What follows belongs to an exercise in optimizing a design on an open flow for small area; a production flow would make more cautious choices.
Where RTL was checked, it was by simulation tests only, not by an equivalence proof against the original.
The RTL of runs 2 to 4 was laid out without a check of its function.
Power and IR drop assume default switching activity. The flow treats the clock pin as an ideal source, which a real chip does not have.

==> design.v <==
module note_ram #(
    parameter int ADDR_W = 8,
    parameter int DATA_W = 16
) (
    input  logic              clk,
    input  logic              we,
    input  logic [ADDR_W-1:0] addr,
    input  logic [DATA_W-1:0] wdata,
    output logic [DATA_W-1:0] rdata
);
    logic [DATA_W-1:0] mem [0:(1 << ADDR_W)-1];
    always_ff @(posedge clk) begin
        if (we) begin
            mem[addr] <= wdata;
        end
        rdata <= mem[addr];
    end
endmodule
module note_sequencer #(
    parameter int ADDR_W   = 8,
    parameter int DUR_W    = 10,
    parameter int TICK_DIV = 500
) (
    input  logic              clk,
    input  logic              rst,
    input  logic [2:0]        live_octave,
    input  logic [2:0]        live_note,
    input  logic              cmd_rec,
    input  logic              cmd_play,
    input  logic              cmd_stop,
    input  logic              loop_en,
    output logic [2:0]        out_octave,
    output logic [2:0]        out_note,
    output logic [1:0]        mode,
    output logic [ADDR_W:0]   rec_count,
    output logic              full
);
    localparam logic [1:0] MODE_IDLE = 2'd0;
    localparam logic [1:0] MODE_REC  = 2'd1;
    localparam logic [1:0] MODE_PLAY = 2'd2;
    localparam int OCT_W  = 3;
    localparam int NOTE_W = 3;
    localparam logic [NOTE_W-1:0] NOTE_REST = 3'd0;
    localparam logic [1:0] ST_IDLE  = 2'd0;
    localparam logic [1:0] ST_REC   = 2'd1;
    localparam logic [1:0] ST_FETCH = 2'd2;
    localparam logic [1:0] ST_PLAY  = 2'd3;
    localparam int ENTRY_W  = OCT_W + NOTE_W + DUR_W;
    localparam int NOTE_LSB = DUR_W;
    localparam int OCT_LSB  = DUR_W + NOTE_W;
    localparam int CNT_W    = ADDR_W + 1;
    localparam int DEPTH    = 1 << ADDR_W;
    localparam int PRESC_W  = (TICK_DIV > 1) ? $clog2(TICK_DIV) : 1;
    localparam logic [DUR_W-1:0]   DUR_MAX  = {DUR_W{1'b1}};
    localparam logic [PRESC_W-1:0] PRESC_TOP = PRESC_W'(TICK_DIV - 1);
    logic [1:0] state;
    logic [1:0] state_next;
    logic [PRESC_W-1:0] presc;
    logic               tick;
    logic [2:0]         cur_octave;
    logic [2:0]         cur_note;
    logic [DUR_W-1:0]   dur;
    logic [DUR_W-1:0]   rem;
    logic [ADDR_W-1:0]  rd_idx;
    logic               fetch_wait;
    logic               ram_we;
    logic [ADDR_W-1:0]  ram_addr;
    logic [ENTRY_W-1:0] ram_wdata;
    logic [ENTRY_W-1:0] ram_rdata;
    logic start_rec;
    logic start_play;
    logic advance;
    logic load_entry;
    logic live_chg;
    logic dur_sat;
    logic rec_last;
    logic play_done;
    logic has_next;
    assign tick      = (presc == PRESC_TOP);
    assign live_chg  = ({live_octave, live_note} != {cur_octave, cur_note});
    assign dur_sat   = (dur == DUR_MAX);
    assign rec_last  = (rec_count == CNT_W'(DEPTH - 1));
    assign play_done = (state == ST_PLAY) && tick && (rem <= DUR_W'(1));
    assign has_next  = (({1'b0, rd_idx} + CNT_W'(1)) < rec_count);
    assign ram_wdata = {cur_octave, cur_note, (dur == '0) ? DUR_W'(1) : dur};
    assign ram_addr  = (state == ST_REC) ? rec_count[ADDR_W-1:0] : rd_idx;
    assign mode      = (state == ST_REC) ? MODE_REC :
                       ((state == ST_FETCH) || (state == ST_PLAY)) ? MODE_PLAY : MODE_IDLE;
    note_ram #(
        .ADDR_W (ADDR_W),
        .DATA_W (ENTRY_W)
    ) u_ram (
        .clk   (clk),
        .we    (ram_we),
        .addr  (ram_addr),
        .wdata (ram_wdata),
        .rdata (ram_rdata)
    );
    always_ff @(posedge clk) begin
        if (rst) begin
            state <= ST_IDLE;
        end else begin
            state <= state_next;
        end
    end
    always_comb begin
        state_next = state;
        start_rec  = 1'b0;
        start_play = 1'b0;
        advance    = 1'b0;
        load_entry = 1'b0;
        ram_we     = 1'b0;
        case (state)
            ST_IDLE: begin
                if (cmd_stop) begin
                    state_next = ST_IDLE;
                end else if (cmd_rec) begin
                    start_rec  = 1'b1;
                    state_next = ST_REC;
                end else if (cmd_play && (rec_count != '0)) begin
                    start_play = 1'b1;
                    state_next = ST_FETCH;
                end
            end
            ST_REC: begin
                if (cmd_stop) begin
                    ram_we     = (dur != '0);
                    state_next = ST_IDLE;
                end else if (live_chg || dur_sat) begin
                    ram_we = 1'b1;
                    if (rec_last) begin
                        state_next = ST_IDLE;
                    end
                end
            end
            ST_FETCH, ST_PLAY: begin
                if (cmd_stop) begin
                    state_next = ST_IDLE;
                end else if (cmd_rec) begin
                    start_rec  = 1'b1;
                    state_next = ST_REC;
                end else if (cmd_play) begin
                    start_play = 1'b1;
                    state_next = ST_FETCH;
                end else if (state == ST_FETCH) begin
                    if (fetch_wait) begin
                        load_entry = 1'b1;
                        state_next = ST_PLAY;
                    end
                end else if (play_done) begin
                    if (has_next) begin
                        advance    = 1'b1;
                        state_next = ST_FETCH;
                    end else if (loop_en) begin
                        start_play = 1'b1;
                        state_next = ST_FETCH;
                    end else begin
                        state_next = ST_IDLE;
                    end
                end
            end
            default: state_next = ST_IDLE;
        endcase
    end
    always_ff @(posedge clk) begin
        if (rst) begin
            presc <= '0;
        end else if (start_rec || start_play || advance || tick) begin
            presc <= '0;
        end else begin
            presc <= presc + PRESC_W'(1);
        end
    end
    always_ff @(posedge clk) begin
        if (rst) begin
            cur_octave <= '0;
            cur_note   <= NOTE_REST;
            dur        <= '0;
            rec_count  <= '0;
            full       <= 1'b0;
        end else if (start_rec) begin
            cur_octave <= live_octave;
            cur_note   <= live_note;
            dur        <= '0;
            rec_count  <= '0;
            full       <= 1'b0;
        end else if (state == ST_REC) begin
            if (ram_we) begin
                rec_count  <= rec_count + CNT_W'(1);
                full       <= rec_last;
                cur_octave <= live_octave;
                cur_note   <= live_note;
                dur        <= '0;
            end else if (tick) begin
                dur <= dur + DUR_W'(1);
            end
        end
    end
    always_ff @(posedge clk) begin
        if (rst) begin
            rd_idx     <= '0;
            fetch_wait <= 1'b0;
            rem        <= '0;
        end else begin
            if (start_play) begin
                rd_idx <= '0;
            end else if (advance) begin
                rd_idx <= rd_idx + ADDR_W'(1);
            end
            if (start_play || advance) begin
                fetch_wait <= 1'b0;
            end else if (state == ST_FETCH) begin
                fetch_wait <= 1'b1;
            end
            if (load_entry) begin
                rem <= ram_rdata[DUR_W-1:0];
            end else if ((state == ST_PLAY) && tick && (rem != '0)) begin
                rem <= rem - DUR_W'(1);
            end
        end
    end
    always_ff @(posedge clk) begin
        if (rst) begin
            out_octave <= '0;
            out_note   <= NOTE_REST;
        end else if (load_entry) begin
            out_octave <= ram_rdata[OCT_LSB +: OCT_W];
            out_note   <= ram_rdata[NOTE_LSB +: NOTE_W];
        end else if ((state == ST_IDLE) || (state == ST_REC)) begin
            out_octave <= live_octave;
            out_note   <= live_note;
        end
    end
endmodule
==> run.sh <==
#!/bin/bash
# synth_recipe.tcl (not shown) runs the flow's synth.tcl, then flattens the netlist and writes it again
# the make line also repeats each setting of config.mk as NAME=value (left out here)
make -C /OpenROAD-flow-scripts/flow DESIGN_CONFIG=/design/flow/config.mk WORK_HOME=/design/flow/orfs CLKGATE_MAP_FILE= SYNTH_SCRIPT=/design/flow/synth_recipe.tcl finish
==> config.mk <==
export PLATFORM = sky130hd
export DESIGN_NAME = note_sequencer
export DESIGN_NICKNAME = note_sequencer
export VERILOG_FILES = /design/flow/design.v
export SDC_FILE = /design/flow/constraint.sdc
export NUM_CORES = 4
export LEC_CHECK = 0
export CAP_MARGIN = 40
export CORE_MARGIN = 2
export CORE_UTILIZATION = 40
export SLEW_MARGIN = 30
==> constraint.sdc <==
create_clock -name core_clock -period 10.0 [get_ports {clk}]
set_input_delay 2.0000 -clock core_clock [delete_from_list [all_inputs] [get_ports {clk}]]
set_output_delay 2.0000 -clock core_clock [all_outputs]
set_load 0.01 [all_outputs]
==> impl_metrics.py, run 1 <==
metrics = {
    "global_routing": {
        "grt-ovfl-total": 0,
        "grt_pass1_vias": 84523,
        "grt_max_degree": 173,
        "antenna_found_initial": 26,
        "track_usage": 0.224,
        "grt_pass1_wl_um": 630000,
    },
    "worst_setup_path": {
        "crit_slowest_cell": "o41ai_1",
        "worstSetupStartpoint": "state[1]",
        "crit_required_ns": 10.81,
        "worst_path_most_repeated_cell": "buf_4",
        "cp_top_family": "compound AO/OA/AOI/OAI gates",
        "critPathKind": "reg -> reg",
        "ff2ff_path_depth": 9,
        "r2r_setup_slack_ns": 4.31,
        "max_stage_delay_ns": 0.88,
        "rr_startpoint": "state[1]",
        "cp-endpoint": "u_ram.rdata[11]",
        "worstReg2RegEnd": "u_ram.rdata[11]",
        "cp.depth": 9,
        "worst-path-buf-inv": 3,
        "end_kind": "flip-flop",
        "path_max_fanout": 64,
        "crit_arrival_ns": 6.50,
        "crit_path_start_kind": "flip-flop",
        "cp_cell_sequence": "nand2b_4 -> inv_4 -> a31oi_4 -> buf_4 -> buf_4 -> a21oi_1 -> o41ai_1 -> a41oi_1 -> or4_1",
    },
    "timing": {
        "grt_setup_unrepaired": "no",
        "skew_ns": 0.0439,
        "worst_slack_ns": 4.31,
        "timing.fmax_mhz": 176,
        "report.final.setup_viol": 0,
        "finalMaxSlewViolations": 0,
        "fin_crit_ns": 5.69,
        "tightest_slew_ns": 1.20,
        "finalCritPeriodShare": 0.569,
        "relSlewSlack": 0.202,
        "tns_ns": 0,
        "finalHoldViolCount": 0,
    },
    "synth": {
        "synth_area_sq_um": 155000,
        "synth.most_common_cell": "edfxtp_1",
        "synth_edf_count": 4096,
        "synth_flop_cell": "edfxtp_1",
        "synthMuxAreaShare": 0.000842,
        "synth.avg_cell_area_sq_um": 17.3,
        "synth-xor-area-share": 0.00266,
        "synth_compound_area_frac": 0.156,
        "synth_fp_nets": 8946,
        "synth_top_area_frac": 0.796,
        "synth-seq-cells": 4174,
        "synth-simple-area-share": 0.0140,
        "ys_types": 63,
        "synth_area_leaders": "edfxtp_1 80%, a22oi_1 9.7%, a21oi_1 3.4%, o41ai_1 1.4%, dfxtp_1 1.0%",
        "synthAdderAreaFrac": 0.00138,
        "async_flop_share": 0,
        "ys.warnings.count": 2,
        "synth_top_family_by_area": "compound AO/OA/AOI/OAI gates",
        "ys_top_cells_by_count": "4096 x edfxtp_1, 2004 x a22oi_1, 1039 x a21oi_1",
        "synth_area_leader_cell": "edfxtp_1",
        "synthCells": 8917,
        "ys_seq_area_frac": 0.806,
    },
    "routing": {
        "routed_wl_um": 454000,
        "drt-wirelength-per-cell_um": 31.1,
        "antenna_left": 0,
        "drc": 0,
        "vias_per_cell": 6.14,
        "drt_pass1_iterations": 9,
        "drt_iter0_markers": 13741,
        "num_vias": 89759,
    },
    "clock_network": {
        "path_clk_slew_ns": 0.06,
        "cts-htree-levels": 5,
        "cts_setup_buffers": 0,
        "worstSkewPairLatency_ns": 0.98,
        "cts_resized": 0,
        "cts_sinks": 4174,
        "cts-buffers-inserted": 403,
        "cts_tree": "yes",
        "clk_path_buf_depth": 4,
        "cts_hold_buf": 0,
        "clk_root_buffer_cell": "clkbuf_16",
    },
    "place": {
        "place_ws_ns": 3.79,
        "hpwlAfterDp_um": 268000,
        "gp_congestion": 0.976,
        "io_buffers": 29,
    },
    "worst_hold_path": {
        "hp-class": "reg -> reg",
    },
    "power": {
        "ir_drop_mv": 0.149,
        "p_per_area_nw_per_um2": 197,
        "p_leak_nw": 54.8,
    },
    "die": {
        "fp.dieH_um": 626,
        "core-area_sq_um": 385000,
        "start_util": 0.401,
        "rows": 228,
        "fp.dieW_um": 626,
        "die-area_sq_um": 391000,
        "ioPinCount": 30,
    },
    "finish": {
        "layout-drive-gt1-share": 0.140,
        "area_growth_syn_to_layout_pct": 14.7,
        "layout.nets": 9220,
    },
    "outcome": {
        "status": "finished clean",
    },
    "job": {
        "maxCapViolations": 0,
    },
}
==> sequential cells by signal, indices dropped and copies added, names as in the netlist <==
register,count
u_ram.mem,4096
u_ram.rdata,16
dur,10
rem,10
presc,9
rec_count,9
rd_idx,8
cur_note,3
cur_octave,3
out_note,3
out_octave,3
state,2
fetch_wait,1
full,1
==> layout make-up <==
class                   instances  area, sq um
inverters                      29          111
flip-flops and latches       4174       125000
fillers                     32261       208000
diodes                         23         57.6
multi-input cells            4040        28000
clock inverters               253         2460
well taps                    5060         6330
repair buffers                543         5200
clock buffers                 487        10600
==> cell families after synthesis <==
logic type | count (synthesis)
xor gates and xnor gates | 47
DFF | 4174
muxes | 13
adders and majority gates | 17
and+or+nand+nor | 490
AOI/OAI and AO/OA | 3473
buffers and inverters | 703
==> through the flow <==
step	instances	area [sq um]	hold WS (ns)	power [mW]	utilization
final	14609	177000	0.489	35.0	0.460
after global routing	14601	177000	0.517	35.9	0.460
after CTS	14530	176000	0.476	35.1	0.458
after detailed placement	13790	163000	0.461	20.3	0.424
after global placement	13704	162000	0.448	20.3	0.421
after floorplan	8917	155000	0.437	19.9	-
==> report_power, final <==
| group | total (mW) | leakage, nW | switching (mW) | internal, mW |
|---|---|---|---|---|
| clock | 15.0 | 6.37 | 6.46 | 8.59 |
| sequential | 19.1 | 39.8 | 0.0435 | 19.1 |
| combinational | 0.822 | 8.61 | 0.600 | 0.221 |
==> worst min-delay path by stage <==
stage          endpoint            from  cells after the start  slack [ns]
3_3_place_gp     rem[4]  u_ram.rdata[4]                      2        0.45
3_5_place_dp     rem[4]  u_ram.rdata[4]                      2        0.46
5_1_grt        presc[0]        presc[0]                      1        0.52
2_1_floorplan    rem[1]  u_ram.rdata[1]                      2        0.44
6_report       presc[0]        presc[0]                      1        0.49
4_1_cts          rem[4]  u_ram.rdata[4]                      2        0.48
==> per-layer routing <==
| layer | global-route usage | part of all wire |
|---|---|---|
| met3 | 0.0500 | 0.11 |
| met5 | 0 | 0.00019 |
| met4 | 0.0747 | 0.037 |
| met2 | 0.345 | 0.46 |
| met1 | 0.314 | 0.39 |
==> cell usage in the layout, fill, tap and decap left out, types with 41 or more instances in the layout <==
master / synthesis / routed
nor2_2: 0 / 61
nor2_1: 309 / 247
nand2_1: 61 / 41
edfxtp_1: 4096 / 4096
a22oi_1: 2004 / 2004
clkinv_2: 0 / 81
buf_12: 0 / 50
dfxtp_1: 78 / 64
a22oi_2: 44 / 44
a41oi_1: 64 / 55
buf_4: 7 / 353
clkbuf_16: 0 / 408
o41ai_1: 253 / 193
clkbuf_1: 408 / 72
clkinv_1: 0 / 90
bufinv_16: 0 / 41
o41ai_2: 3 / 61
a21oi_1: 1039 / 1039
==> run 2, diff against run 1 <==
--- a/design.v
+++ b/design.v
@@ -2,17 +2,93 @@
     parameter int ADDR_W = 8,
-    parameter int DATA_W = 16
+    parameter int DATA_W = 16,
+    parameter int DUR_W  = 10
 ) (
     input  logic              clk,
-    input  logic              we,
-    input  logic [ADDR_W-1:0] addr,
+    input  logic              rst,
+    input  logic              clr,      
+    input  logic              we,       
+    input  logic              first,    
     input  logic [DATA_W-1:0] wdata,
-    output logic [DATA_W-1:0] rdata
+    input  logic              cap,      
+    input  logic [ADDR_W-1:0] rd_idx,   
+    output logic [DATA_W-1:0] rdata     
 );
-    logic [DATA_W-1:0] mem [0:(1 << ADDR_W)-1];
-    always_ff @(posedge clk) begin
-        if (we) begin
-            mem[addr] <= wdata;
-        end
-        rdata <= mem[addr];
-    end
+    localparam int DEPTH = 1 << ADDR_W;
+    localparam int NPORT = 16;
+    localparam int PSTEP = DEPTH / NPORT;
+    localparam int PW    = $clog2(PSTEP);
+    localparam int QLEN  = PSTEP;
+    localparam int QW    = $clog2(QLEN);
+    logic [DEPTH-1:0][DATA_W-1:0] ring;
+    localparam int KEY_W = DATA_W - DUR_W;
+    logic [QLEN-1:0][KEY_W-1:0]   wq;      
+    logic [DUR_W-1:0]             wdur;    
+    logic [QLEN-1:0]              wv;      
+    logic [ADDR_W-1:0]            ph;
+    logic [ADDR_W-1:0]            wptr;    
+    logic [DATA_W-1:0]            e0;
+    logic [DATA_W-1:0]            nxt;
+    logic [ADDR_W-1:0]            wpos;
+    logic                         wr;
+    logic [QW-1:0]                old;
+    logic [DATA_W-1:0]            wd;
+    assign wpos = ph + ADDR_W'(1) - wptr;
+    assign wr   = (|wv) && (wpos[PW-1:0] == '0);
+    always_comb begin
+        old = '0;
+        for (int i = 0; i < QLEN; i++) begin
+            if (wv[i]) old = QW'(i);
+        end
+    end
+    assign wd = {wq[old], wdur};
+    always_ff @(posedge clk) begin
+        ph <= ph + ADDR_W'(1);
+    end
+    always_ff @(posedge clk) begin
+        for (int i = 0; i < DEPTH; i++) begin
+            if ((i % PSTEP) == 0 && wr && (wpos[ADDR_W-1:PW] == (ADDR_W-PW)'(i / PSTEP))) begin
+                ring[i] <= wd;
+            end else begin
+                ring[i] <= ring[(i + DEPTH - 1) % DEPTH];
+            end
+        end
+    end
+    always_ff @(posedge clk) begin
+        wq[0] <= wdata[DATA_W-1:DUR_W];
+        for (int i = 1; i < QLEN; i++) begin
+            wq[i] <= wq[i-1];
+        end
+    end
+    always_ff @(posedge clk) begin
+        if (rst || clr) begin
+            wv   <= '0;
+            wptr <= '0;
+        end else begin
+            wv[0] <= we;
+            for (int i = 1; i < QLEN; i++) begin
+                wv[i] <= wv[i-1] && !(wr && (old == QW'(i-1)));
+            end
+            if (wr) begin
+                wptr <= wptr + ADDR_W'(1);
+            end
+        end
+    end
+    always_ff @(posedge clk) begin
+        if (we && !(|wv)) begin
+            wdur <= wdata[DUR_W-1:0];
+        end else if (wr) begin
+            wdur <= DUR_W'(1);
+        end
+    end
+    always_ff @(posedge clk) begin
+        if (we && first) begin
+            e0 <= wdata;
+        end
+    end
+    always_ff @(posedge clk) begin
+        if (cap && (ph == rd_idx)) begin
+            nxt <= ring[DEPTH-1];
+        end
+    end
+    assign rdata = (rd_idx == '0) ? e0 : nxt;
 endmodule
@@ -66,3 +142,2 @@
     logic               ram_we;
-    logic [ADDR_W-1:0]  ram_addr;
     logic [ENTRY_W-1:0] ram_wdata;
@@ -85,3 +160,2 @@
     assign ram_wdata = {cur_octave, cur_note, (dur == '0) ? DUR_W'(1) : dur};
-    assign ram_addr  = (state == ST_REC) ? rec_count[ADDR_W-1:0] : rd_idx;
     assign mode      = (state == ST_REC) ? MODE_REC :
@@ -92,7 +166,11 @@
     ) u_ram (
-        .clk   (clk),
-        .we    (ram_we),
-        .addr  (ram_addr),
-        .wdata (ram_wdata),
-        .rdata (ram_rdata)
+        .clk    (clk),
+        .rst    (rst),
+        .clr    (start_rec),
+        .we     (ram_we),
+        .first  (rec_count == '0),
+        .wdata  (ram_wdata),
+        .cap    (state == ST_PLAY),
+        .rd_idx (rd_idx),
+        .rdata  (ram_rdata)
     );
--- a/config.mk
+++ b/config.mk
@@ -10,2 +10,4 @@
 export CORE_UTILIZATION = 40
+export CTS_CLUSTER_DIAMETER = 60
+export CTS_CLUSTER_SIZE = 30
 export SLEW_MARGIN = 30
==> run 2 against run 1 <==
Effect of this change: first-iteration DRC count decreased by 86%; largest cell class unchanged; global-route usage decreased by 11 points; critical endpoint is now mode[0]; non-clock buffer count decreased by 455; still clean.
==> impl_metrics.py, run 2 <==
metrics = {
    "synth": {
        "synth.most_common_cell": "dfxtp_1",
        "ys_top_cells_by_count": "4286 x dfxtp_1, 169 x nor2_1, 144 x mux2_2",
        "ys.warnings.count": 2,
        "synth_area_leaders": "dfxtp_1 90%, mux2_2 1.7%, edfxtp_1 1.3%, nor2_1 0.67%, xnor2_1 0.52%",
        "synth_top_area_frac": 0.902,
        "synth.avg_cell_area_sq_um": 17.3,
        "synthCells": 5490,
        "async_flop_share": 0,
        "synth_flop_cell": "dfxtp_1",
        "synth_fp_nets": 5529,
        "synth_area_sq_um": 95100,
        "synth-seq-cells": 4328,
        "ys_seq_area_frac": 0.916,
        "synth_area_leader_cell": "dfxtp_1",
        "synth_edf_count": 42,
        "ys_types": 75,
    },
    "outcome": {
        "status": "finished clean",
    },
    "routing": {
        "routed_wl_um": 140000,
        "drt_iter0_markers": 1910,
        "drt_pass1_iterations": 5,
        "vias_per_cell": 4.01,
        "num_vias": 35583,
        "drt-wirelength-per-cell_um": 15.8,
        "antenna_left": 0,
        "drc": 0,
    },
    "finish": {
        "final_cell_mix": "4286 x dfxtp_1, 178 x clkbuf_16, 167 x nor2_1",
        "instances_no_fill": 8874,
        "regMostFlops": "u_ram.ring",
        "layout-drive-gt1-share": 0.0831,
        "reg_top3": "u_ram.ring x4096, u_ram.wq x96",
        "fillers": 20272,
        "largest_register_ffs": 4096,
        "final_common_cell": "dfxtp_1",
        "multiInputGateArea_sq_um": 7420,
        "area_growth_syn_to_layout_pct": 10.0,
        "layout.nets": 5697,
        "regArea_sq_um": 87100,
    },
    "timing": {
        "grt_setup_unrepaired": "no",
        "finalHoldViolCount": 0,
        "tightest_slew_ns": 0.946,
        "finalCritPeriodShare": 0.464,
        "relSlewSlack": 0.365,
        "worst_slack_ns": 5.36,
        "tns_ns": 0,
        "report.final.setup_viol": 0,
        "fin_crit_ns": 4.64,
        "finalMaxSlewViolations": 0,
        "skew_ns": 0.0353,
        "timing.fmax_mhz": 216,
    },
    "worst_setup_path": {
        "crit_slowest_cell": "dfxtp_1",
        "critPathKind": "reg -> out",
        "crit_path_start_kind": "flip-flop",
        "cp_top_family": "flip-flops",
        "cp_cell_sequence": "nand2b_1 -> inv_1 -> clkdlybuf4s50_1",
        "max_stage_delay_ns": 0.89,
        "worst-path-buf-inv": 2,
        "crit_arrival_ns": 2.64,
        "path_max_fanout": 23,
        "crit_required_ns": 8.00,
        "end_kind": "primary output",
    },
    "die": {
        "fp.dieW_um": 492,
        "die-area_sq_um": 242000,
        "rows": 178,
        "ioPinCount": 30,
        "fp.dieH_um": 492,
        "start_util": 0.403,
        "core-area_sq_um": 236000,
    },
    "place": {
        "place_ws_ns": 5.40,
        "gp_congestion": 0.790,
        "dp.cells": 8624,
        "io_buffers": 29,
        "hpwlAfterDp_um": 85600,
    },
    "clock_network": {
        "cts-buffers-inserted": 175,
        "clk_path_buf_depth": 3,
        "clk_root_buffer_cell": "clkbuf_16",
        "cts_hold_buf": 0,
        "cts_resized": 0,
        "worstSkewPairLatency_ns": 0.84,
        "cts_tree": "yes",
        "path_clk_slew_ns": 0.11,
        "cts_setup_buffers": 0,
        "cts-htree-levels": 4,
        "cts_sinks": 4328,
    },
    "global_routing": {
        "grt_pass1_wl_um": 210000,
        "grt_pass1_vias": 34739,
        "grt-ovfl-total": 0,
        "grt_util_met2": 0.174,
        "antenna_found_initial": 18,
        "busiest_layer": "met2",
        "track_usage": 0.115,
        "met3_usage": 0.0221,
        "met1_usage": 0.164,
        "grt_max_degree": 36,
    },
    "power": {
        "p_per_area_nw_per_um2": 247,
        "p_leak_nw": 40.7,
        "ir_drop_mv": 0.185,
    },
    "job": {
        "maxCapViolations": 0,
    },
    "worst_hold_path": {
        "hp-class": "reg -> reg",
    },
}
-- run 2: cell count changes after synthesis, moves of 59 or more --
cell | previous run | this run
dfxtp_1 | 78 | 4286
a21oi_1 | 1039 | 90
nor2_1 | 309 | 169
a22oi_1 | 2004 | 1
mux2_2 | 0 | 144
edfxtp_1 | 4096 | 42
a31oi_1 | 5 | 64
o41ai_1 | 253 | 1
clkbuf_1 | 408 | 65
a41oi_1 | 64 | 1
buf_2 | 195 | 16
-- run 2: cell families (layout without fill, tap and decap cells) --
| group | after synthesis | in the layout | share of synthesized area |
|---|---|---|---|
| fa+ha+maj | 27 | 27 | 0.00355 |
| compound gates | 281 | 281 | 0.0217 |
| flops | 4328 | 4328 | 0.916 |
| mux | 192 | 192 | 0.0223 |
| simple gates | 443 | 443 | 0.0228 |
| buf+inv | 148 | 372 | 0.00701 |
| other cells | 0 | 10 | 0 |
| xor+xnor | 71 | 71 | 0.00692 |
-- run 2: layout make-up --
class                   instances  share of cell area
flip-flops and latches       4328               0.832
multi-input cells            1014              0.0709
clock buffers                 185              0.0430
well taps                    3150              0.0377
repair buffers                 88             0.00718
clock inverters                48             0.00681
inverters                      51             0.00183
diodes                         10            0.000239
-- run 2: worst reg2reg max path, stage by stage (launching register included) --
cell	delay [ns]
dfxtp_1	0.46
ha_1	0.25
nand3_1	0.11
xnor2_1	0.16
ha_1	0.35
and3_1	0.16
a21oi_1	0.25
nand2_1	0.13
or4_1	0.89
a2111oi_4	0.79
buf_4	0.47
mux2_2	0.38
-- run 2: path summary, 6_finish.rpt --
path              startpoint          endpoint  slack (ns)  depth (start not counted)
min          u_ram.ring[810]   u_ram.ring[826]        0.30                          0
min reg2reg  u_ram.ring[810]   u_ram.ring[826]        0.30                          0
max reg2reg      u_ram.ph[0]  u_ram.ring[2823]        5.51                         11
max                 state[1]           mode[0]        5.36                          3
-- run 2: routing by layer --
layer / up-vias / wire (um)
met5: - / 13
met4: 2 / 4040
met3: 218 / 5250
met2: 442 / 60200
met1: 17076 / 71000
li1: 17845 / -
-- run 2: through the flow --
step | utilization | total power [mW] | hold slack, ns | instance area (sq um)
detailed placement | 0.421 | 17.8 | 0.312 | 99300
floorplan | - | 17.7 | 0.310 | 95100
global placement | 0.421 | 17.8 | 0.310 | 99200
finish | 0.443 | 25.8 | 0.302 | 105000
global route | 0.443 | 26.7 | 0.302 | 105000
CTS | 0.443 | 26.1 | 0.302 | 105000
-- run 2: where the power goes --
part           switching [mW]  internal [mW]  total, mW
clock network            4.98           3.45       8.42
registers              0.0268           17.3       17.3
logic                  0.0620         0.0318     0.0938
total                    5.07           20.8       25.8
==> run 3, diff against run 2 <==
--- a/config.mk
+++ b/config.mk
@@ -10,4 +10,4 @@
 export CORE_UTILIZATION = 40
-export CTS_CLUSTER_DIAMETER = 60
-export CTS_CLUSTER_SIZE = 30
+export CTS_CLUSTER_DIAMETER = 50
+export CTS_CLUSTER_SIZE = 24
 export SLEW_MARGIN = 30
==> run 3 against run 2 <==
Effect of this change: still clean; flip-flop and latch count unchanged; synthesized cell count unchanged; area after synthesis did not move; critical endpoint unchanged.
==> impl_metrics.py, run 3 <==
metrics = {
    "place": {
        "hpwlAfterDp_um": 85600,
        "io_buffers": 29,
        "place_ws_ns": 5.40,
        "gp_congestion": 0.790,
    },
    "timing": {
        "tightest_slew_ns": 0.940,
        "timing.fmax_mhz": 215,
        "finalHoldViolCount": 0,
        "worst_slack_ns": 5.35,
        "skew_ns": 0.0625,
        "tns_ns": 0,
        "hold_slack_ns": 0.283,
        "finalCritPeriodShare": 0.465,
        "report.final.setup_viol": 0,
        "relSlewSlack": 0.369,
        "finalMaxSlewViolations": 0,
        "grt_setup_unrepaired": "no",
        "fin_crit_ns": 4.65,
    },
    "finish": {
        "utilization": 0.448,
        "largest_register_ffs": 4096,
        "area_growth_syn_to_layout_pct": 11.2,
        "regMostFlops": "u_ram.ring",
        "final_common_cell": "dfxtp_1",
        "final_cell_mix": "4286 x dfxtp_1, 216 x clkbuf_16, 167 x nor2_1",
        "reg_top3": "u_ram.ring x4096, u_ram.wq x96",
        "layout.nets": 5736,
        "layout-drive-gt1-share": 0.0899,
        "fillers": 20147,
    },
    "outcome": {
        "status": "finished clean",
    },
    "power": {
        "p_per_area_nw_per_um2": 253,
        "fin_total_pwr_mw": 26.7,
        "ir_drop_mv": 0.173,
        "p_leak_nw": 41.2,
    },
    "die": {
        "start_util": 0.403,
        "fp.dieH_um": 492,
        "fp.dieW_um": 492,
        "ioPinCount": 30,
        "rows": 178,
        "die-area_sq_um": 242000,
        "core-area_sq_um": 236000,
    },
    "routing": {
        "drt_iter0_markers": 1883,
        "drc": 0,
        "antenna_left": 0,
        "vias_per_cell": 4.03,
        "num_vias": 35922,
        "drt_pass1_iterations": 5,
        "drt-wirelength-per-cell_um": 15.8,
        "routed_wl_um": 141000,
    },
    "clock_network": {
        "cts-buffers-inserted": 214,
        "cts-htree-levels": 4,
        "cts_resized": 0,
        "cts_sinks": 4328,
        "cts_tree": "yes",
        "clk_path_buf_depth": 3,
        "cts_setup_buffers": 0,
        "worstSkewPairLatency_ns": 0.86,
        "cts_hold_buf": 0,
        "path_clk_slew_ns": 0.09,
        "clk_root_buffer_cell": "clkbuf_16",
    },
    "worst_setup_path": {
        "crit_path_start_kind": "flip-flop",
        "crit_required_ns": 8.00,
        "critPathKind": "reg -> out",
        "crit_arrival_ns": 2.65,
        "end_kind": "primary output",
        "path_max_fanout": 23,
        "ff2ff_path_depth": 11,
    },
    "synth": {
        "ys_types": 75,
        "synth_area_leaders": "dfxtp_1 90%, mux2_2 1.7%, edfxtp_1 1.3%, nor2_1 0.67%, xnor2_1 0.52%",
        "synth_fp_nets": 5529,
        "synth-seq-cells": 4328,
        "synth_top_area_frac": 0.902,
        "synth_flop_cell": "dfxtp_1",
        "synth_edf_count": 42,
        "synth_area_leader_cell": "dfxtp_1",
        "synthCells": 5490,
        "async_flop_share": 0,
        "ys_top_cells_by_count": "4286 x dfxtp_1, 169 x nor2_1, 144 x mux2_2",
        "synth.most_common_cell": "dfxtp_1",
        "synth.avg_cell_area_sq_um": 17.3,
        "ys.warnings.count": 2,
        "synth_area_sq_um": 95100,
        "ys_seq_area_frac": 0.916,
    },
    "global_routing": {
        "grt_max_degree": 36,
        "grt_pass1_vias": 35281,
        "grt_pass1_wl_um": 213000,
        "antenna_found_initial": 15,
        "grt-ovfl-total": 0,
        "track_usage": 0.116,
    },
    "worst_hold_path": {
        "min_path_cells": 0,
        "hp-class": "reg -> reg",
    },
    "job": {
        "maxCapViolations": 0,
    },
}
-- run 3: cell counts after synthesis --
Identical to the previous run, type by type.
-- run 3: path summary, 6_finish.rpt --
check	slack (ns)	start	end
worst min register to register	0.28	u_ram.ring[200]	u_ram.ring[216]
worst min-delay path	0.28	u_ram.ring[200]	u_ram.ring[216]
worst max register to register	5.44	u_ram.ph[0]	u_ram.ring[2823]
worst max-delay path	5.35	state[1]	mode[0]
-- run 3: worst max-delay path: stages (launching register included) --
cell             delay (ns)
dfxtp_1                0.88
nand2b_1               0.31
inv_1                  0.12
clkdlybuf4s50_1        0.49
-- run 3: cell families after synthesis --
group / synth area share
DFF: 0.916
and+or+nand+nor: 0.0228
AOI/OAI and AO/OA: 0.0217
muxes: 0.0223
buffers and inverters: 0.00701
xor gates and xnor gates: 0.00692
adders and majority gates: 0.00355
-- run 3: layer usage --
metal | vias up | part of all wire | global-route usage
met5 | - | 0 | 0
met4 | 0 | 0.023 | 0.0333
met3 | 231 | 0.040 | 0.0214
met2 | 497 | 0.44 | 0.179
met1 | 17240 | 0.50 | 0.165
li1 | 17954 | - | -
-- run 3: through the flow --
step / instances / instance area, sq um
after global placement: 8620 / 99200
after floorplan: 5490 / 95100
after CTS: 8904 / 106000
final: 8922 / 106000
after detailed placement: 8624 / 99300
after global routing: 8913 / 106000
-- run 3: final cells by class --
type | instances | area, sq um | share of cell area
Multi-Input combinational cell | 1014 | 7420 | 0.0701
Tap cell | 3150 | 3940 | 0.0373
Clock buffer | 233 | 5550 | 0.0525
Antenna cell | 11 | 27.5 | 0.000260
Clock inverter | 47 | 821 | 0.00776
Sequential cell | 4328 | 87100 | 0.823
Timing Repair Buffer | 88 | 751 | 0.00710
Inverter | 51 | 191 | 0.00181
-- run 3: report_power, final --
| part | internal [mW] | total, mW | switching, mW | leakage, nW |
|---|---|---|---|---|
| clock network | 4.16 | 9.33 | 5.17 | 3.09 |
| logic | 0.0318 | 0.0936 | 0.0618 | 3.15 |
| registers | 17.3 | 17.3 | 0.0270 | 35.0 |
| total | 21.5 | 26.7 | 5.26 | 41.2 |
==> run 4, diff against run 3 <==
--- a/config.mk
+++ b/config.mk
@@ -10,4 +10,4 @@
 export CORE_UTILIZATION = 40
-export CTS_CLUSTER_DIAMETER = 50
-export CTS_CLUSTER_SIZE = 24
+export CTS_CLUSTER_DIAMETER = 100
+export CTS_CLUSTER_SIZE = 35
 export SLEW_MARGIN = 30
==> run 4 against run 3 <==
Effect of this change: first-iteration DRC count down 6.2%; die area unchanged; non-clock buffer count up 1; core utilization down 1.0 points; worst hold slack better by 0.037 ns; clock-buffer cell count down 81; global-route usage down 0.18 points; cell count down 1.3%; flip-flop and latch count unchanged; area after synthesis unchanged; setup slack better by 0.018 ns; critical path depth unchanged; critical path type unchanged.
==> impl_metrics.py, run 4 <==
metrics = {
    "worst_setup_path": {
        "critPathKind": "reg -> out",
        "crit_slowest_cell": "dfxtp_1",
        "cp_top_family": "flip-flops",
        "cp_cell_sequence": "nand2b_1 -> inv_1 -> clkdlybuf4s50_1",
        "crit_path_start_kind": "flip-flop",
        "worstReg2RegEnd": "u_ram.ring[3840]",
        "path_max_fanout": 23,
        "max_stage_delay_ns": 0.89,
        "crit_arrival_ns": 2.63,
        "ff2ff_path_depth": 11,
        "rr_startpoint": "u_ram.ph[0]",
        "crit_required_ns": 8.00,
        "worst-path-buf-inv": 2,
        "r2r_setup_slack_ns": 5.61,
        "end_kind": "primary output",
    },
    "place": {
        "place_area_sq_um": 99300,
        "gp_congestion": 0.790,
        "io_buffers": 29,
        "hpwlAfterDp_um": 85600,
    },
    "power": {
        "ir_drop_mv": 0.200,
        "p_per_area_nw_per_um2": 240,
        "fin_total_pwr_mw": 24.8,
        "p_leak_nw": 40.0,
    },
    "synth": {
        "synth-seq-cells": 4328,
        "ys_top_cells_by_count": "4286 x dfxtp_1, 169 x nor2_1, 144 x mux2_2",
        "synth.most_common_cell": "dfxtp_1",
        "synth.avg_cell_area_sq_um": 17.3,
        "synth_area_sq_um": 95100,
        "synth_fp_nets": 5529,
        "synth_edf_count": 42,
        "synth_flop_cell": "dfxtp_1",
        "ys_types": 75,
        "synthCells": 5490,
        "synth_area_leaders": "dfxtp_1 90%, mux2_2 1.7%, edfxtp_1 1.3%, nor2_1 0.67%, xnor2_1 0.52%",
        "synth_area_leader_cell": "dfxtp_1",
        "ys_seq_area_frac": 0.916,
        "async_flop_share": 0,
        "synth_top_area_frac": 0.902,
        "ys.warnings.count": 2,
    },
    "finish": {
        "final_common_cell": "dfxtp_1",
        "reg_top3": "u_ram.ring x4096, u_ram.wq x96",
        "utilization": 0.438,
        "final_cell_mix": "4286 x dfxtp_1, 167 x nor2_1, 146 x clkbuf_16",
        "regMostFlops": "u_ram.ring",
        "area_growth_syn_to_layout_pct": 8.63,
        "fin_area_sq_um": 103000,
        "layout-drive-gt1-share": 0.0726,
        "layout.nets": 5665,
        "largest_register_ffs": 4096,
    },
    "timing": {
        "finalCritPeriodShare": 0.463,
        "tightest_slew_ns": 0.913,
        "grt_setup_unrepaired": "no",
        "relSlewSlack": 0.388,
        "finalHoldViolCount": 0,
        "timing.fmax_mhz": 216,
        "finalMaxSlewViolations": 0,
        "tns_ns": 0,
        "hold_slack_ns": 0.320,
        "fin_crit_ns": 4.63,
        "report.final.setup_viol": 0,
        "skew_ns": 0.0301,
    },
    "global_routing": {
        "grt-ovfl-total": 0,
        "grt_pass1_wl_um": 209000,
        "grt_max_degree": 37,
        "grt_pass1_vias": 34408,
        "track_usage": 0.114,
        "antenna_found_initial": 20,
    },
    "routing": {
        "num_vias": 35339,
        "vias_per_cell": 4.01,
        "routed_wl_um": 140000,
        "drc": 0,
        "antenna_left": 0,
        "drt_iter0_markers": 1767,
        "drt_pass1_iterations": 5,
        "drt-wirelength-per-cell_um": 15.9,
    },
    "clock_network": {
        "worstSkewPairLatency_ns": 0.82,
        "cts-htree-levels": 4,
        "clk_root_buffer_cell": "clkbuf_16",
        "cts-buffers-inserted": 142,
        "cts_tree": "yes",
        "cts_sinks": 4328,
        "path_clk_slew_ns": 0.12,
        "cts_hold_buf": 0,
        "cts_resized": 0,
        "cts_setup_buffers": 0,
        "clk_path_buf_depth": 3,
    },
    "outcome": {
        "status": "finished clean",
    },
    "die": {
        "die-area_sq_um": 242000,
        "fp.dieH_um": 492,
        "ioPinCount": 30,
        "start_util": 0.403,
        "rows": 178,
        "fp.dieW_um": 492,
        "core-area_sq_um": 236000,
    },
    "worst_hold_path": {
        "hp-class": "reg -> reg",
        "hold_path_startpoint": "u_ram.ring[3717]",
        "hold_path_end": "u_ram.ring[3733]",
        "min_path_cells": 0,
    },
    "job": {
        "maxCapViolations": 0,
    },
}
==> run 4: metal layers <==
metal | track usage | up-vias | wire (um)
li1 | - | 17735 | -
met3 | 0.0222 | 193 | 5190
met5 | 0 | - | 13
met4 | 0.0343 | 2 | 3770
met1 | 0.163 | 16981 | 70400
met2 | 0.174 | 428 | 60300
==> run 4: worst max path at each step <==
stage	from	cells past startpoint	slack [ns]	end
after floorplan	live_octave[0]	6	6.01	u_ram.wdur[0]
after global placement	live_note[1]	6	5.32	u_ram.wdur[2]
after detailed placement	u_ram.ph[0]	11	5.40	u_ram.ring[2823]
after CTS	state[1]	3	5.28	mode[0]
after global routing	state[1]	3	5.16	mode[0]
final	state[1]	3	5.37	mode[0]
==> run 4: where the power goes <==
part           switching, mW  internal, mW  total [mW]
Sequential            0.0271          17.3        17.3
Combinational         0.0624        0.0318      0.0942
Clock                   4.63          2.71        7.35
Total                   4.72          20.0        24.8
==> run 4: stage by stage <==
step | instances | worst slack [ns]
floorplan | 5490 | 6.01
global placement | 8620 | 5.32
detailed placement | 8624 | 5.40
CTS | 8792 | 5.28
global route | 8802 | 5.16
finish | 8810 | 5.37
==> run 4: kinds of logic after synthesis <==
| group | Yosys count | synth area share |
|---|---|---|
| compound gates | 281 | 0.0217 |
| xor+xnor | 71 | 0.00692 |
| fa+ha+maj | 27 | 0.00355 |
| buf+inv | 148 | 0.00701 |
| flops | 4328 | 0.916 |
| mux | 192 | 0.0223 |
| simple gates | 443 | 0.0228 |
==> run 4: layout make-up <==
| class | instances | area [sq um] |
|---|---|---|
| clock buffers | 152 | 3680 |
| clock inverters | 16 | 211 |
| fillers | 20395 | 133000 |
| flip-flops and latches | 4328 | 87100 |
| well taps | 3150 | 3940 |
| inverters | 51 | 191 |
| diodes | 10 | 25.0 |
| repair buffers | 89 | 762 |
| multi-input cells | 1014 | 7420 |
==> run 4: worst reg2reg max path, cell delays in order (launching register included) <==
cell and delay (ns):
dfxtp_1 0.47, ha_1 0.25, nand3_1 0.11, xnor2_1 0.16, ha_1 0.35, and3_1 0.16, a21oi_1 0.25, nand2_1 0.13
or4_1 0.90, a2111oi_4 0.77, buf_4 0.36, mux2_2 0.38
==> run 5, diff against run 4 <==
--- a/design.v
+++ b/design.v
@@ -2,4 +2,3 @@
     parameter int ADDR_W = 8,
-    parameter int DATA_W = 16,
-    parameter int DUR_W  = 10
+    parameter int DATA_W = 16
 ) (
@@ -22,5 +21,3 @@
     logic [DEPTH-1:0][DATA_W-1:0] ring;
-    localparam int KEY_W = DATA_W - DUR_W;
-    logic [QLEN-1:0][KEY_W-1:0]   wq;      
-    logic [DUR_W-1:0]             wdur;    
+    logic [QLEN-1:0][DATA_W-1:0]  wq;      
     logic [QLEN-1:0]              wv;      
@@ -42,3 +39,3 @@
     end
-    assign wd = {wq[old], wdur};
+    assign wd = wq[old];
     always_ff @(posedge clk) begin
@@ -56,3 +53,3 @@
     always_ff @(posedge clk) begin
-        wq[0] <= wdata[DATA_W-1:DUR_W];
+        wq[0] <= wdata;
         for (int i = 1; i < QLEN; i++) begin
@@ -74,9 +71,2 @@
         end
-    end
-    always_ff @(posedge clk) begin
-        if (we && !(|wv)) begin
-            wdur <= wdata[DUR_W-1:0];
-        end else if (wr) begin
-            wdur <= DUR_W'(1);
-        end
     end
--- a/config.mk
+++ b/config.mk
@@ -10,4 +10,2 @@
 export CORE_UTILIZATION = 40
-export CTS_CLUSTER_DIAMETER = 100
-export CTS_CLUSTER_SIZE = 35
 export SLEW_MARGIN = 30
==> run 5 against run 4 <==
Effect of this change: register-to-register slack improved by 0.02 ns; setup slack improved by 0.0046 ns; critical path depth unchanged; cell area increased by 13%; area after synthesis increased by 4.2%; global-route usage increased by 0.70 points; die area increased by 4.1%; clock-buffer cell count increased by 402; first-iteration DRC count increased by 34%; flip-flop and latch count increased by 150; critical endpoint unchanged; highest routed layer is now met4.
==> impl_metrics.py, run 5 <==
metrics = {
    "outcome": {
        "status": "finished clean",
    },
    "finish": {
        "instances_no_fill": 9919,
        "reg_top3": "u_ram.ring x4096, u_ram.wq x256",
        "area_growth_syn_to_layout_pct": 17.6,
        "layout-drive-gt1-share": 0.120,
        "regMostFlops": "u_ram.ring",
        "largest_register_ffs": 4096,
        "layout.nets": 6351,
        "utilization": 0.473,
        "final_common_cell": "dfxtp_1",
        "final_cell_mix": "4446 x dfxtp_1, 398 x clkbuf_16, 323 x a21oi_1",
    },
    "timing": {
        "report.final.setup_viol": 0,
        "grt_setup_unrepaired": "no",
        "skew_ns": 0.0662,
        "finalMaxSlewViolations": 0,
        "timing.fmax_mhz": 216,
        "hold_slack_ns": 0.294,
        "tns_ns": 0,
        "relSlewSlack": 0.441,
        "tightest_slew_ns": 0.837,
        "fin_crit_ns": 4.63,
        "worst_slack_ns": 5.37,
        "finalCritPeriodShare": 0.463,
        "finalHoldViolCount": 0,
    },
    "worst_hold_path": {
        "hold_path_end": "u_ram.ring[3309]",
        "hold_path_startpoint": "u_ram.ring[3293]",
        "min_path_cells": 0,
        "hp-class": "reg -> reg",
    },
    "power": {
        "ir_drop_mv": 0.208,
        "p_leak_nw": 46.0,
        "p_per_area_nw_per_um2": 283,
    },
    "place": {
        "dp.cells": 9221,
        "gp_congestion": 0.785,
        "place_ws_ns": 5.55,
        "io_buffers": 29,
        "hpwlAfterDp_um": 81500,
    },
    "clock_network": {
        "cts-buffers-inserted": 394,
        "cts_setup_buffers": 0,
        "cts_tree": "yes",
        "cts_hold_buf": 0,
        "cts-htree-levels": 5,
        "cts_sinks": 4478,
        "cts_resized": 0,
        "path_clk_slew_ns": 0.06,
        "worstSkewPairLatency_ns": 0.94,
        "clk_path_buf_depth": 4,
        "clk_root_buffer_cell": "clkbuf_16",
    },
    "routing": {
        "wl_met3_um": 6890,
        "drt_pass1_iterations": 5,
        "drt-wirelength-per-cell_um": 15.4,
        "vias_per_cell": 4.10,
        "highest_layer": "met4",
        "num_vias": 40711,
        "drt_iter0_markers": 2363,
        "drt-met1-wl_um": 78000,
        "met2_length_um": 62900,
        "antenna_left": 0,
        "routed_wl_um": 153000,
        "drc": 0,
    },
    "worst_setup_path": {
        "crit_required_ns": 8.00,
        "r2r_setup_slack_ns": 5.63,
        "rr_startpoint": "u_ram.ph[0]",
        "crit_path_start_kind": "flip-flop",
        "crit_arrival_ns": 2.63,
        "critPathKind": "reg -> out",
        "path_max_fanout": 21,
        "worstReg2RegEnd": "u_ram.ring[2818]",
        "end_kind": "primary output",
        "ff2ff_path_depth": 12,
    },
    "global_routing": {
        "grt_max_degree": 63,
        "grt_pass1_wl_um": 235000,
        "grt-ovfl-total": 0,
        "grt_pass1_vias": 41031,
        "antenna_found_initial": 15,
        "track_usage": 0.121,
    },
    "die": {
        "die-area_sq_um": 252000,
        "ioPinCount": 30,
        "core-area_sq_um": 246000,
        "fp.dieH_um": 502,
        "fp.dieW_um": 502,
        "rows": 182,
        "start_util": 0.402,
    },
    "synth": {
        "synth_flop_cell": "dfxtp_1",
        "async_flop_share": 0,
        "synth_fp_nets": 6022,
        "ys_top_cells_by_count": "4446 x dfxtp_1, 323 x a21oi_1, 226 x nor2_1",
        "synth-seq-cells": 4478,
        "synth_area_leader_cell": "dfxtp_1",
        "synth_edf_count": 32,
        "synth.avg_cell_area_sq_um": 16.6,
        "ys_seq_area_frac": 0.908,
        "synth_top_area_frac": 0.899,
        "ys.warnings.count": 2,
        "synth.most_common_cell": "dfxtp_1",
        "synth_area_leaders": "dfxtp_1 90%, a21oi_1 1.6%, edfxtp_1 0.97%, nor2_1 0.86%, mux2i_1 0.70%",
        "ys_types": 70,
        "synth_area_sq_um": 99100,
        "synthCells": 5983,
    },
    "job": {
        "maxCapViolations": 0,
    },
}
-- run 5: worst max-delay path by stage --
stage / startpoint / end / cells after the start
after global placement: u_ram.ph[0] / u_ram.ring[526] / 11
final: state[1] / mode[0] / 3
after CTS: state[1] / mode[0] / 3
after floorplan: live_octave[0] / u_ram.e0[0] / 7
after detailed placement: live_octave[0] / cur_note[1] / 8
after global routing: state[1] / mode[0] / 3
-- run 5: critical path, stage by stage, from the launching register on --
cell             delay [ns]
dfxtp_1                0.76
nand2b_1               0.35
inv_1                  0.12
clkdlybuf4s50_1        0.50
-- run 5: kinds of logic after synthesis --
| family | Yosys count | synth area share |
|---|---|---|
| compound gates | 605 | 0.0378 |
| simple gates | 517 | 0.0265 |
| xor+xnor | 77 | 0.00695 |
| flops | 4478 | 0.908 |
| mux | 82 | 0.00860 |
| buf+inv | 197 | 0.00845 |
| fa+ha+maj | 27 | 0.00341 |
-- run 5: metrics by stage --
step                cell area, sq um  total power, mW
finish                        116000             32.9
global route                  116000             34.0
CTS                           116000             33.3
detailed placement            103000             18.5
global placement              103000             18.5
floorplan                      99100             18.4
-- run 5: cell type report --
class / instances / area, sq um
antenna: 4 / 10.0
timing repair buffer: 96 / 843
tap: 3312 / 4140
inverter: 34 / 128
fill: 20653 / 130000
multi-input combinational: 1308 / 8420
sequential: 4478 / 90000
clock buffer: 554 / 11400
clock inverter: 133 / 1560
-- run 5: report_power, final --
group          switching [mW]  total (mW)  internal [mW]
Sequential             0.0332        17.9           17.9
Combinational          0.0926       0.135         0.0426
Clock                    6.12        14.9           8.75
-- run 5: layer usage --
metal  track usage  up-vias
met5             0        -
met2         0.174      743
li1              -    20154
met1         0.175    19459
met4        0.0491        0
met3        0.0263      355
==> run 6, diff against run 5 <==
--- a/design.v
+++ b/design.v
@@ -2,3 +2,4 @@
     parameter int ADDR_W = 8,
-    parameter int DATA_W = 16
+    parameter int DATA_W = 16,
+    parameter int DUR_W  = 10
 ) (
@@ -21,9 +22,10 @@
     logic [DEPTH-1:0][DATA_W-1:0] ring;
-    logic [QLEN-1:0][DATA_W-1:0]  wq;      
+    localparam int KEY_W = DATA_W - DUR_W;
+    logic [QLEN-1:0][KEY_W-1:0]   wq;      
+    logic [DUR_W-1:0]             wdur;    
     logic [QLEN-1:0]              wv;      
     logic [ADDR_W-1:0]            ph;
-    logic [ADDR_W-1:0]            wptr;    
+    logic [ADDR_W-1:0]            wpos;    
     logic [DATA_W-1:0]            e0;
     logic [DATA_W-1:0]            nxt;
-    logic [ADDR_W-1:0]            wpos;
     logic                         wr;
@@ -31,3 +33,2 @@
     logic [DATA_W-1:0]            wd;
-    assign wpos = ph + ADDR_W'(1) - wptr;
     assign wr   = (|wv) && (wpos[PW-1:0] == '0);
@@ -39,5 +40,13 @@
     end
-    assign wd = wq[old];
+    assign wd = {wq[old], wdur};
     always_ff @(posedge clk) begin
-        ph <= ph + ADDR_W'(1);
+        if (clr) begin
+            ph   <= '0;
+            wpos <= ADDR_W'(1);
+        end else begin
+            ph <= ph + ADDR_W'(1);
+            if (!wr) begin
+                wpos <= wpos + ADDR_W'(1);
+            end
+        end
     end
@@ -53,3 +62,3 @@
     always_ff @(posedge clk) begin
-        wq[0] <= wdata;
+        wq[0] <= wdata[DATA_W-1:DUR_W];
         for (int i = 1; i < QLEN; i++) begin
@@ -60,4 +69,3 @@
         if (rst || clr) begin
-            wv   <= '0;
-            wptr <= '0;
+            wv <= '0;
         end else begin
@@ -67,5 +75,9 @@
             end
-            if (wr) begin
-                wptr <= wptr + ADDR_W'(1);
-            end
+        end
+    end
+    always_ff @(posedge clk) begin
+        if (we && !(|wv)) begin
+            wdur <= wdata[DUR_W-1:0];
+        end else if (wr) begin
+            wdur <= DUR_W'(1);
         end
@@ -148,3 +160,4 @@
     assign play_done = (state == ST_PLAY) && tick && (rem <= DUR_W'(1));
-    assign has_next  = (({1'b0, rd_idx} + CNT_W'(1)) < rec_count);
+    assign has_next  = (({1'b0, rd_idx} + CNT_W'(1)) != rec_count);
+    assign rem       = dur;
     assign ram_wdata = {cur_octave, cur_note, (dur == '0) ? DUR_W'(1) : dur};
@@ -245,3 +258,2 @@
             cur_note   <= NOTE_REST;
-            dur        <= '0;
             rec_count  <= '0;
@@ -251,3 +263,2 @@
             cur_note   <= live_note;
-            dur        <= '0;
             rec_count  <= '0;
@@ -260,3 +271,11 @@
                 cur_note   <= live_note;
-                dur        <= '0;
+            end
+        end
+    end
+    always_ff @(posedge clk) begin
+        if (rst || start_rec) begin
+            dur <= '0;
+        end else if (state == ST_REC) begin
+            if (ram_we) begin
+                dur <= '0;
             end else if (tick) begin
@@ -264,2 +283,6 @@
             end
+        end else if (load_entry) begin
+            dur <= ram_rdata[DUR_W-1:0];
+        end else if ((state == ST_PLAY) && tick && (rem != '0)) begin
+            dur <= rem - DUR_W'(1);
         end
@@ -270,3 +293,2 @@
             fetch_wait <= 1'b0;
-            rem        <= '0;
         end else begin
@@ -282,7 +304,2 @@
             end
-            if (load_entry) begin
-                rem <= ram_rdata[DUR_W-1:0];
-            end else if ((state == ST_PLAY) && tick && (rem != '0)) begin
-                rem <= rem - DUR_W'(1);
-            end
         end
--- a/config.mk
+++ b/config.mk
@@ -7,5 +7,7 @@
 export LEC_CHECK = 0
-export CAP_MARGIN = 40
+export CAP_MARGIN = 0
 export CORE_MARGIN = 2
 export CORE_UTILIZATION = 40
-export SLEW_MARGIN = 30
+export CTS_CLUSTER_DIAMETER = 100
+export CTS_CLUSTER_SIZE = 30
+export SLEW_MARGIN = 0
==> run 6 against run 5 <==
Effect of this change: routed wire length fell by 14%; worst hold slack about the same; non-clock buffer count down 31; cell count decreased by 11%; area after synthesis decreased by 4.7%; sequential power is 2% lower; synthesized cell count down 7.8%; critical path depth stayed put; clock skew is 0.010 ns lower; clock power is 47% lower; cell area is 12% lower; largest cell class unchanged; clock-buffer cell count decreased by 381.
==> impl_metrics.py, run 6 <==
metrics = {
    "die": {
        "rows": 178,
        "ioPinCount": 30,
        "start_util": 0.402,
        "fp.dieH_um": 490,
        "die-area_sq_um": 240000,
        "fp.dieW_um": 490,
        "core-area_sq_um": 235000,
    },
    "clock_network": {
        "worstSkewPairLatency_ns": 0.84,
        "cts-buffers-inserted": 164,
        "cts_resized": 0,
        "cts_sinks": 4318,
        "clk_path_buf_depth": 3,
        "path_clk_slew_ns": 0.12,
        "cts_setup_buffers": 0,
        "cts-htree-levels": 4,
        "clk_root_buffer_cell": "clkbuf_16",
        "cts_hold_buf": 0,
        "cts_tree": "yes",
    },
    "finish": {
        "final_cell_mix": "4276 x dfxtp_1, 317 x nand2_1, 166 x clkbuf_16",
        "final_common_cell": "dfxtp_1",
        "largest_register_ffs": 4096,
        "fin_area_sq_um": 103000,
        "layout-drive-gt1-share": 0.0698,
        "layout.nets": 5661,
        "regMostFlops": "u_ram.ring",
        "reg_top3": "u_ram.ring x4096, u_ram.wq x96",
        "area_growth_syn_to_layout_pct": 9.15,
        "utilization": 0.439,
    },
    "power": {
        "fin_total_pwr_mw": 25.6,
        "p_leak_nw": 40.4,
        "p_per_area_nw_per_um2": 249,
        "ir_drop_mv": 0.184,
    },
    "synth": {
        "synth-simple-area-share": 0.0299,
        "synth_area_sq_um": 94400,
        "synth_area_leaders": "dfxtp_1 91%, mux2_2 1.5%, edfxtp_1 1.3%, nand2_1 1.3%, mux2i_1 0.52%",
        "synth_compound_area_frac": 0.0137,
        "ys_top_cells_by_count": "4276 x dfxtp_1, 317 x nand2_1, 128 x mux2_2",
        "ys_seq_area_frac": 0.920,
        "synth_area_leader_cell": "dfxtp_1",
        "synthAdderAreaFrac": 0.00159,
        "async_flop_share": 0,
        "synth.most_common_cell": "dfxtp_1",
        "synth-xor-area-share": 0.00612,
        "synth_top_area_frac": 0.907,
        "synth_edf_count": 42,
        "synth_flop_cell": "dfxtp_1",
        "synth_fp_nets": 5538,
        "synth.avg_cell_area_sq_um": 17.1,
        "synthCells": 5514,
        "ys_types": 70,
        "synthMuxAreaShare": 0.0231,
        "ys.warnings.count": 2,
        "synth_top_family_by_area": "simple AND/OR/NAND/NOR gates",
        "synth-seq-cells": 4318,
    },
    "worst_setup_path": {
        "path_max_fanout": 23,
        "crit_required_ns": 8.00,
        "crit_path_start_kind": "flip-flop",
        "cp_cell_sequence": "nand2b_1 -> clkinv_1 -> clkdlybuf4s50_1",
        "end_kind": "primary output",
        "crit_slowest_cell": "clkdlybuf4s50_1",
        "max_stage_delay_ns": 0.86,
        "crit_arrival_ns": 3.50,
        "critPathKind": "reg -> out",
    },
    "timing": {
        "fin_crit_ns": 5.50,
        "tightest_slew_ns": 1.20,
        "grt_setup_unrepaired": "no",
        "hold_slack_ns": 0.294,
        "finalHoldViolCount": 0,
        "finalMaxSlewViolations": 0,
        "relSlewSlack": 0.196,
        "report.final.setup_viol": 0,
        "skew_ns": 0.0561,
        "finalCritPeriodShare": 0.550,
        "timing.fmax_mhz": 182,
        "tns_ns": 0,
    },
    "global_routing": {
        "track_usage": 0.109,
        "antenna_found_initial": 12,
        "grt_max_degree": 34,
        "grt-ovfl-total": 0,
        "grt_pass1_vias": 34543,
        "grt_pass1_wl_um": 202000,
    },
    "place": {
        "hpwlAfterDp_um": 75500,
        "gp_congestion": 0.766,
        "io_buffers": 29,
        "place_area_sq_um": 98600,
    },
    "worst_hold_path": {
        "hp-class": "reg -> reg",
    },
    "routing": {
        "drt-wirelength-per-cell_um": 15.0,
        "drc": 0,
        "routed_wl_um": 132000,
        "vias_per_cell": 3.99,
        "antenna_left": 0,
        "drt_pass1_iterations": 6,
        "drt_iter0_markers": 1934,
        "num_vias": 35196,
    },
    "outcome": {
        "status": "finished clean",
    },
    "job": {
        "maxCapViolations": 0,
    },
}
==> run 6: changes by cell type after synthesis, moves of 20 or more <==
cell,delta
a21oi_1,-266
nand2_1,+241
dfxtp_1,-170
mux2_2,+119
nor2_1,-111
a31oi_1,-74
clkbuf_1,-45
a21oi_2,-41
mux2i_1,-20
==> run 6: through the flow <==
step / setup slack [ns] / instances
3_5_place_dp: 4.83 / 8621
6_report: 4.50 / 8815
5_1_grt: 4.32 / 8812
4_1_cts: 4.38 / 8812
2_1_floorplan: 6.09 / 5514
3_3_place_gp: 4.96 / 8621
==> run 6: logic make-up (layout without fill, tap and decap cells) <==
group                    count (synthesis)  in the layout
AND/OR/NAND/NOR                        611            611
flip-flops                            4318           4318
buffers and inverters                  125            273
adder cells (fa/ha/maj)                 12             12
XOR/XNOR                                66             66
AO/OA/AOI/OAI                          188            188
other                                    0              3
multiplexers                           194            194
==> run 6: report_power, final <==
group / internal (mW) / total, mW / switching (mW)
registers: 17.4 / 17.5 / 0.0935
clock network: 3.08 / 7.87 / 4.79
logic: 0.108 / 0.315 / 0.208
==> run 6: path summary, 6_finish.rpt <==
| kind | start | slack [ns] | to | cells after the start |
|---|---|---|---|---|
| worst max-delay path | state[1] | 4.50 | mode[0] | 3 |
| worst min-delay path | u_ram.ring[3600] | 0.29 | u_ram.ring[3616] | 0 |
| worst max register to register | u_ram.wv[9] | 6.09 | u_ram.ring[781] | 7 |
| worst min register to register | u_ram.ring[3600] | 0.29 | u_ram.ring[3616] | 0 |
==> run 6: per-layer routing <==
| layer | track usage | part of all wire |
|---|---|---|
| met3 | 0.0223 | 0.039 |
| met4 | 0.0304 | 0.022 |
| met1 | 0.164 | 0.53 |
| met2 | 0.158 | 0.41 |
| met5 | 0 | 0 |
==> run 6: area by class of cell <==
class	instances	area, sq um
timing repair buffer	65	561
clock inverter	18	323
sequential	4318	86900
inverter	17	63.8
multi-input combinational	1071	7130
tap	3150	3940
clock buffer	173	4180
antenna	3	7.51
fill	20424	132000
==> run 6: worst max-delay path: cells and delay by family, from the launching register on <==
family | cells | cell delay, ns
buf+inv | 2 | 1.42
flops | 1 | 0.80
simple gates | 1 | 0.42
==> run 7, diff against run 6 <==
--- a/config.mk
+++ b/config.mk
@@ -7,3 +7,3 @@
 export LEC_CHECK = 0
-export CAP_MARGIN = 0
+export CAP_MARGIN = 40
 export CORE_MARGIN = 2
@@ -12,2 +12,2 @@
 export CTS_CLUSTER_SIZE = 30
-export SLEW_MARGIN = 0
+export SLEW_MARGIN = 30
==> run 7 against run 6 <==
Effect of this change: still clean on timing, DRC and antenna; combinational power barely moved; via count rose by 0.23%; clock-buffer cell count up 1; clock skew decreased by 0.014 ns; first-iteration DRC count down 7.9%; die area unchanged; global-route usage hardly changed; flip-flop and latch count is the same; power fell by 0.26%; area after synthesis is the same; setup slack gained 0.045 ns; largest cell class unchanged; largest power group unchanged.
==> impl_metrics.py, run 7 <==
metrics = {
    "outcome": {
        "status": "finished clean",
    },
    "finish": {
        "fillers": 20395,
        "layout-drive-gt1-share": 0.0721,
        "layout.nets": 5672,
        "regMostFlops": "u_ram.ring",
        "final_cell_mix": "4276 x dfxtp_1, 317 x nand2_1, 168 x clkbuf_16",
        "utilization": 0.439,
        "reg_top3": "u_ram.ring x4096, u_ram.wq x96",
        "area_growth_syn_to_layout_pct": 9.22,
        "final_common_cell": "dfxtp_1",
        "largest_register_ffs": 4096,
    },
    "place": {
        "hpwlAfterDp_um": 76000,
        "gp_congestion": 0.766,
        "io_buffers": 29,
    },
    "worst_setup_path": {
        "crit_path_start_kind": "flip-flop",
        "worst-path-buf-inv": 2,
        "path_max_fanout": 23,
        "cp.depth": 3,
        "crit_slowest_cell": "clkdlybuf4s50_1",
        "critPathKind": "reg -> out",
        "cp_cell_sequence": "nand2b_1 -> clkinv_1 -> clkdlybuf4s50_1",
        "crit_arrival_ns": 3.46,
        "end_kind": "primary output",
        "cp_top_family": "buffers and inverters",
        "max_stage_delay_ns": 0.87,
        "crit_required_ns": 8.00,
        "ff2ff_path_depth": 7,
    },
    "die": {
        "rows": 178,
        "fp.dieH_um": 490,
        "start_util": 0.402,
        "fp.dieW_um": 490,
        "ioPinCount": 30,
        "die-area_sq_um": 240000,
        "core-area_sq_um": 235000,
    },
    "power": {
        "ir_drop_mv": 0.211,
        "p_leak_nw": 40.5,
        "p_per_area_nw_per_um2": 248,
        "fin_total_pwr_mw": 25.6,
    },
    "synth": {
        "ys_types": 70,
        "synthCells": 5514,
        "synth_flop_cell": "dfxtp_1",
        "synth_area_leaders": "dfxtp_1 91%, mux2_2 1.5%, edfxtp_1 1.3%, nand2_1 1.3%, mux2i_1 0.52%",
        "ys_seq_area_frac": 0.920,
        "synth.avg_cell_area_sq_um": 17.1,
        "synth_area_sq_um": 94400,
        "synth-seq-cells": 4318,
        "synth_edf_count": 42,
        "synth_area_leader_cell": "dfxtp_1",
        "ys_top_cells_by_count": "4276 x dfxtp_1, 317 x nand2_1, 128 x mux2_2",
        "async_flop_share": 0,
        "synth_top_area_frac": 0.907,
        "ys.warnings.count": 2,
        "synth.most_common_cell": "dfxtp_1",
        "synth_fp_nets": 5538,
    },
    "global_routing": {
        "antenna_found_initial": 14,
        "grt_pass1_wl_um": 201000,
        "grt_max_degree": 34,
        "grt-ovfl-total": 0,
        "track_usage": 0.109,
        "grt_pass1_vias": 34512,
    },
    "routing": {
        "num_vias": 35277,
        "drt-wirelength-per-cell_um": 14.9,
        "drc": 0,
        "drt_pass1_iterations": 5,
        "routed_wl_um": 132000,
        "drt_iter0_markers": 1781,
        "vias_per_cell": 4.00,
        "antenna_left": 0,
    },
    "timing": {
        "relSlewSlack": 0.443,
        "timing.fmax_mhz": 183,
        "grt_setup_unrepaired": "no",
        "hold_slack_ns": 0.289,
        "tightest_slew_ns": 0.832,
        "report.final.setup_viol": 0,
        "skew_ns": 0.0420,
        "finalCritPeriodShare": 0.546,
        "finalHoldViolCount": 0,
        "fin_crit_ns": 5.46,
        "finalMaxSlewViolations": 0,
        "tns_ns": 0,
    },
    "clock_network": {
        "path_clk_slew_ns": 0.12,
        "cts_sinks": 4318,
        "cts_setup_buffers": 0,
        "cts-buffers-inserted": 163,
        "clk_path_buf_depth": 3,
        "cts_resized": 0,
        "cts_tree": "yes",
        "worstSkewPairLatency_ns": 0.84,
        "cts_hold_buf": 0,
        "cts-htree-levels": 4,
        "clk_root_buffer_cell": "clkbuf_16",
    },
    "worst_hold_path": {
        "hp-class": "reg -> reg",
        "min_path_cells": 0,
    },
    "job": {
        "maxCapViolations": 0,
    },
}
## run 7: cell count changes in the layout (fill, tap and decap cells not counted), sizes merged
cell and delta:
clkbuf +1, clkdlybuf4s50 -1, buf +12, diode +4, clkdlybuf4s18 +1, inv -5
## run 7: area by class of cell
type | count | area, sq um | share of cell area
Sequential cell | 4318 | 86900 | 0.842
Timing Repair Buffer | 77 | 679 | 0.00659
Tap cell | 3150 | 3940 | 0.0382
Inverter | 17 | 63.8 | 0.000619
Antenna cell | 7 | 17.5 | 0.000170
Clock inverter | 13 | 199 | 0.00193
Clock buffer | 174 | 4230 | 0.0410
Multi-Input combinational cell | 1071 | 7140 | 0.0692
## run 7: worst paths after layout
kind | start | end | slack, ns
setup / recovery | state[1] | mode[0] | 4.54
hold reg to reg | u_ram.ring[648] | u_ram.ring[664] | 0.29
setup reg to reg | u_ram.wv[9] | u_ram.ring[781] | 6.19
hold / removal | u_ram.ring[648] | u_ram.ring[664] | 0.29
## run 7: kinds of logic (layout without fill, tap and decap cells)
logic type,count (synthesis),after routing,share of synthesized area
flops,4318,4318,0.920
simple gates,611,611,0.0299
mux,194,194,0.0231
compound gates,188,188,0.0137
buf+inv,125,281,0.00568
xor+xnor,66,66,0.00612
fa+ha+maj,12,12,0.00159
other cells,0,7,0
## run 7: worst reg2reg max path, stage by stage, from the launching register on
cell      delay [ns]
dfxtp_1         0.42
nor4_2          0.66
nand2_1         0.45
nor2_1          0.61
nand2_1         0.37
o22ai_1         0.27
a2111o_2        0.63
mux2_2          0.33
## run 7: power by group
group	leakage [nW]	total [mW]	switching (mW)	internal, mW
combinational	3.48	0.317	0.208	0.109
clock	2.17	7.80	4.73	3.08
sequential	34.8	17.5	0.0914	17.4
## run 7: routing by layer
metal	up-vias	global-route usage	routed length (um)
met5	-	0	0
met4	0	0.0331	3110
met3	220	0.0210	4800
met2	443	0.158	53800
met1	16995	0.164	69900
li1	17619	-	-
## run 7: per-stage QoR
stage	cell area (sq um)	std cells	setup slack, ns
after floorplan	94400	5514	6.09
after CTS	103000	8820	4.38
after global routing	103000	8820	4.30
after global placement	98600	8621	4.96
after detailed placement	98700	8633	5.18
final	103000	8827	4.54

## port drivers added, routing unchanged
In the flow no input, the clock included, has a driving cell. The finished layouts below were timed again as built, in two steps.
Step 1 (the two cells are an assumption about what drives the block):
set clk [get_ports {clk}]
set_driving_cell -lib_cell sky130_fd_sc_hd__clkbuf_16 $clk
set_driving_cell -lib_cell sky130_fd_sc_hd__buf_2 [delete_from_list [all_inputs] $clk]
Step 2 adds t to the input delays and takes it off the output delays; t is the mean of the earliest and latest rising clock arrival at the registers after step 1. Input paths then give back, and output paths get back, about the clock's delay inside the block.
Three values: ideal, step 1, step 2; two values: the first two.
run | shift t [ns] | setup WS [ns] | worst setup path after step 2
run 1 | 1.069 | 4.306 / 4.306 / 3.680 | input to register
run 2 | 0.895 | 5.360 / 5.281 / 5.398 | input to register
run 3 | 0.900 | 5.350 / 5.271 / 5.426 | input to register
run 4 | 0.887 | 5.368 / 5.286 / 5.424 | input to register
run 5 | 0.999 | 5.373 / 5.283 / 5.461 | input to register
run 6 | 0.910 | 4.496 / 4.404 / 4.725 | input to register
run 7 | 0.893 | 4.541 / 4.457 / 5.169 | input to register
After both steps every run listed still meets setup and hold. For run 1, which loses most, drivers alone change the setup slack by 0.000 ns; drivers and shift together by -0.626 ns.
